Background: an optimization exercise with open tools, aiming at small area. Do not read the settings as production practice.
Only simulation tests tie the RTL to the original design; equivalence was not proved.
Power and IR drop assume default switching activity. No driver is modelled on the clock port, so clocking that relies on it looks cheaper here than on a real chip.

## aes_128_key_store
module aes_128_key_store (
  input  logic         clk,
  input  logic         kill,
  input  logic         en_wr,
  input  logic [63:0]  key_round_wr,
  input  logic         switch_key,
  input  logic [3:0]   rd_round,
  output logic [127:0] rd_key,
  output logic         key_idx,
  output logic         key_valid,
  output logic         shadow_full,
  output logic         switch_err_pulse
);
Size: roughly 7100 cells after synthesis, ~2800 flip-flops, roughly 200 I/O pins.
clock: 5.0 ns
lec_check: 0
cap_margin: 0
core_margin: 2
core_utilization: 80
cts_buf_list: sky130_fd_sc_hd__clkbuf_16
cts_cluster_diameter: 80
cts_cluster_size: 30
gpl_timing_driven: 0
slew_margin: 0
synth_hierarchical: 1
standard.sh (not shown) runs the stock make flow with config.mk's settings and CLKGATE_MAP_FILE= SYNTH_SCRIPT=/design/flow/synth_recipe.tcl, a recipe that flattens the netlist after the stock synthesis.
==> flow/flow/run.sh <==
#!/bin/bash
set -e
export BUFFER_PORTS_ARGS="-buffer_cell sky130_fd_sc_hd__buf_1"
export CTS_ARGS="-sink_clustering_enable -repair_clock_nets -sink_clustering_size 30 -sink_clustering_max_diameter 80 -buf_list sky130_fd_sc_hd__clkbuf_16 -dont_use_dummy_load"
bash standard.sh > standard.log 2>&1
Then changed:
CORE_UTILIZATION = 70   (was 80)
GPL_TIMING_DRIVEN = default   (was 0)
Result:
- The changed run finished clean
- via count goes down by 13%
- die area grows by 14%
- global-route usage shrinks by 21 points

* * *

The RTL this note starts from:
==> flow/design.v <==
package aes_128_key_pkg;
  localparam int KEY_WORD_W    = 64;
  localparam int NUM_ROUNDS    = 11;
  localparam int WORDS_PER_SET = 2 * NUM_ROUNDS;
  typedef logic [127:0]          round_key_t;
  typedef logic [KEY_WORD_W-1:0] key_word_t;
  typedef logic [4:0]            key_ptr_t;
  localparam key_ptr_t LAST_PTR = key_ptr_t'(WORDS_PER_SET - 1);
endpackage
module aes_128_key_bank (
  input  logic                        clk,
  input  logic                        shift,    
  input  aes_128_key_pkg::key_word_t  wdata,
  input  logic                        copy,     
  input  logic [10:0]                 sel,      
  output aes_128_key_pkg::round_key_t rd
);
  logic [63:0]  sh  [22];
  logic [127:0] act [11];
  always_ff @(posedge clk) begin
    if (shift) begin
      sh[0] <= wdata;
      for (int i = 1; i < 22; i++) sh[i] <= sh[i-1];
    end
  end
  always_ff @(posedge clk) begin
    if (copy) begin
      for (int r = 0; r < 11; r++)
        act[r] <= {sh[20-2*r], sh[21-2*r]};
    end
  end
  always_comb begin
    rd = '0;
    for (int r = 0; r < 11; r++)
      rd = rd | (act[r] & {128{sel[r]}});
  end
endmodule
module aes_128_key_store (
  input  logic         clk,
  input  logic         kill,
  input  logic         en_wr,
  input  logic [63:0]  key_round_wr,
  input  logic         switch_key,
  input  logic [3:0]   rd_round,
  output logic [127:0] rd_key,
  output logic         key_idx,
  output logic         key_valid,
  output logic         shadow_full,
  output logic         switch_err_pulse
);
  aes_128_key_pkg::key_ptr_t wp_q;
  logic        full_q;
  logic        key_idx_q;
  logic        valid_q;
  logic        err_q;
  logic        copy_q;
  logic [10:0] sel_q;
  logic        switch_ok;
  assign switch_ok = switch_key && full_q && !en_wr;
  aes_128_key_bank u_bank (
    .clk   (clk),
    .shift (en_wr && !kill),
    .wdata (key_round_wr),
    .copy  (copy_q),
    .sel   (sel_q),
    .rd    (rd_key)
  );
  always_ff @(posedge clk) begin
    if (kill) begin
      wp_q      <= '0;
      full_q    <= 1'b0;
      key_idx_q <= 1'b0;
      valid_q   <= 1'b0;
      err_q     <= 1'b0;
      copy_q    <= 1'b0;
      sel_q     <= '0;
    end else begin
      err_q  <= switch_key && !switch_ok;
      copy_q <= switch_ok;
      for (int r = 0; r < 11; r++)
        sel_q[r] <= valid_q && (rd_round == 4'(r));
      if (en_wr) begin
        if (full_q) begin
          wp_q   <= aes_128_key_pkg::key_ptr_t'(1);
          full_q <= 1'b0;
        end else if (wp_q == aes_128_key_pkg::LAST_PTR) begin
          wp_q   <= '0;
          full_q <= 1'b1;
        end else begin
          wp_q <= wp_q + aes_128_key_pkg::key_ptr_t'(1);
        end
      end else if (switch_ok) begin
        wp_q      <= '0;
        full_q    <= 1'b0;
        key_idx_q <= ~key_idx_q;
        valid_q   <= 1'b1;
      end
    end
  end
  assign key_idx          = key_idx_q;
  assign key_valid        = valid_q;
  assign shadow_full      = full_q;
  assign switch_err_pulse = err_q;
endmodule
clock: 5.0 ns
lec_check: 0
cap_margin: 20
core_margin: 2
core_utilization: 40
slew_margin: 20
run.sh (not shown) runs the stock make flow with config.mk's settings and CLKGATE_MAP_FILE= SYNTH_SCRIPT=/design/flow/synth_recipe.tcl, a recipe that flattens the netlist after the stock synthesis.
Stock flow here: none of the scripts above is used.
The first run went through all stages and came out clean.
Change:
--- a/flow/config.mk
+++ b/flow/config.mk
@@ -8,4 +8,5 @@
 export CAP_MARGIN = 20
 export CORE_MARGIN = 2
-export CORE_UTILIZATION = 40
+export CORE_UTILIZATION = 60
+export CTS_BUF_LIST = sky130_fd_sc_hd__clkbuf_4
 export SLEW_MARGIN = 20
Effect: Setup slack loses 0.35 ns; critical path depth does not change; cell area came out lower by about 2.2%; fmax goes down by about 7%; non-clock buffer count is lower by 22.

* * *

== pine ==
Another version of the RTL of aes_128_key_store (not shown whole).
For scale: ~7300 cells after synthesis, ~200 I/O pins, about 0.093 mm^2 of cells after synthesis.
Settings: LEC_CHECK=0, CAP_MARGIN=20, CORE_MARGIN=2, CORE_UTILIZATION=60, CTS_BUF_LIST=sky130_fd_sc_hd__clkbuf_16, CTS_CLUSTER_DIAMETER=80, CTS_CLUSTER_SIZE=30, SLEW_MARGIN=20, SYNTH_HIERARCHICAL=1; clock period 5.0 ns.
standard.sh (not shown) runs the stock make flow with config.mk's settings and CLKGATE_MAP_FILE= SYNTH_SCRIPT=/design/flow/synth_recipe.tcl, a recipe that flattens the netlist after the stock synthesis.
==> flow/flow/run.sh <==
#!/bin/bash
set -e
cp standard.sh standard_copy.sh.txt 2>/dev/null || true
export BUFFER_PORTS_ARGS="-buffer_cell sky130_fd_sc_hd__buf_1"
export CTS_ARGS="-sink_clustering_enable -repair_clock_nets -sink_clustering_size 30 -sink_clustering_max_diameter 80 -buf_list sky130_fd_sc_hd__clkbuf_16 -dont_use_dummy_load"
bash standard.sh > standard.log 2>&1
Changes in cedar relative to pine:
==> flow/run.sh (new file) <==
#!/bin/bash
# synth_recipe.tcl (not shown) runs the flow's synth.tcl, then flattens the netlist and writes it again
# the make line also repeats each setting of config.mk as NAME=value (left out here)
make -C /OpenROAD-flow-scripts/flow DESIGN_CONFIG=/design/flow/config.mk WORK_HOME=/design/flow/orfs CLKGATE_MAP_FILE= SYNTH_SCRIPT=/design/flow/synth_recipe.tcl finish
removed: flow/flow/run.sh
removed: flow/standard.sh
==> run notes <==
cedar: done, clean on timing, DRC and antenna
The first-iteration DRC count reported for cedar is greater than that of pine by 493.
Higher antenna diode instance count goes to cedar over pine.
The detailed-route via count was comparable across pine and cedar.
Summary — overall global routing resource usage, cedar relative to pine: lower, by 0.24 points.
Status: relative contribution of combinational cells to total power parity (pine, cedar)
Relative to pine, layout overhead on the synthesized area increased by 2.1 points in cedar.
cedar vs pine: core utilization up
Total wire length, cedar vs pine: down slightly
Compared with pine, cedar ends up with a larger final cell area.
Setup slack in cedar is smaller than in pine.

-- separate check: timing with driven ports --
How much do the figures lean on ideal ports? The routed layouts below were timed once more, with nothing changed but the port constraints.
Step 1 sets driving cells, clkbuf_16 on the clock port and buf_2 on the other inputs (assumed; they add their load-dependent delay and slew).
Step 2 also shifts input and output timing later by t, the mid clock arrival at the registers, as if the neighbouring blocks saw the same clock.
Three values: no drivers, after step 1, after step 2; two values: the first two.
run	t, ns	setup WS [ns]	worst setup path after step 2	slew at the worst register clock pin (ns)	worst data-port slew with drivers (ns)
the first run of note 1	0.845	0.720 / 0.636 / 0.996	input to register	0.12 / 0.12	0.04
the second run of note 1	0.823	0.952 / 0.866 / 1.584	input to register	0.12 / 0.12	0.20
the first run of note 2	0.974	0.611 / 0.529 / 1.242	input to register	0.07 / 0.07	0.12
the second run of note 2	1.379	0.260 / 0.186 / 1.390	input to register	0.08 / 0.08	0.09
pine	0.843	0.850 / 0.761 / 1.496	input to register	0.11 / 0.11	0.22
cedar	0.846	0.603 / 0.521 / 1.367	register to output	0.11 / 0.11	0.26
After both steps setup and hold are still met in every run listed.
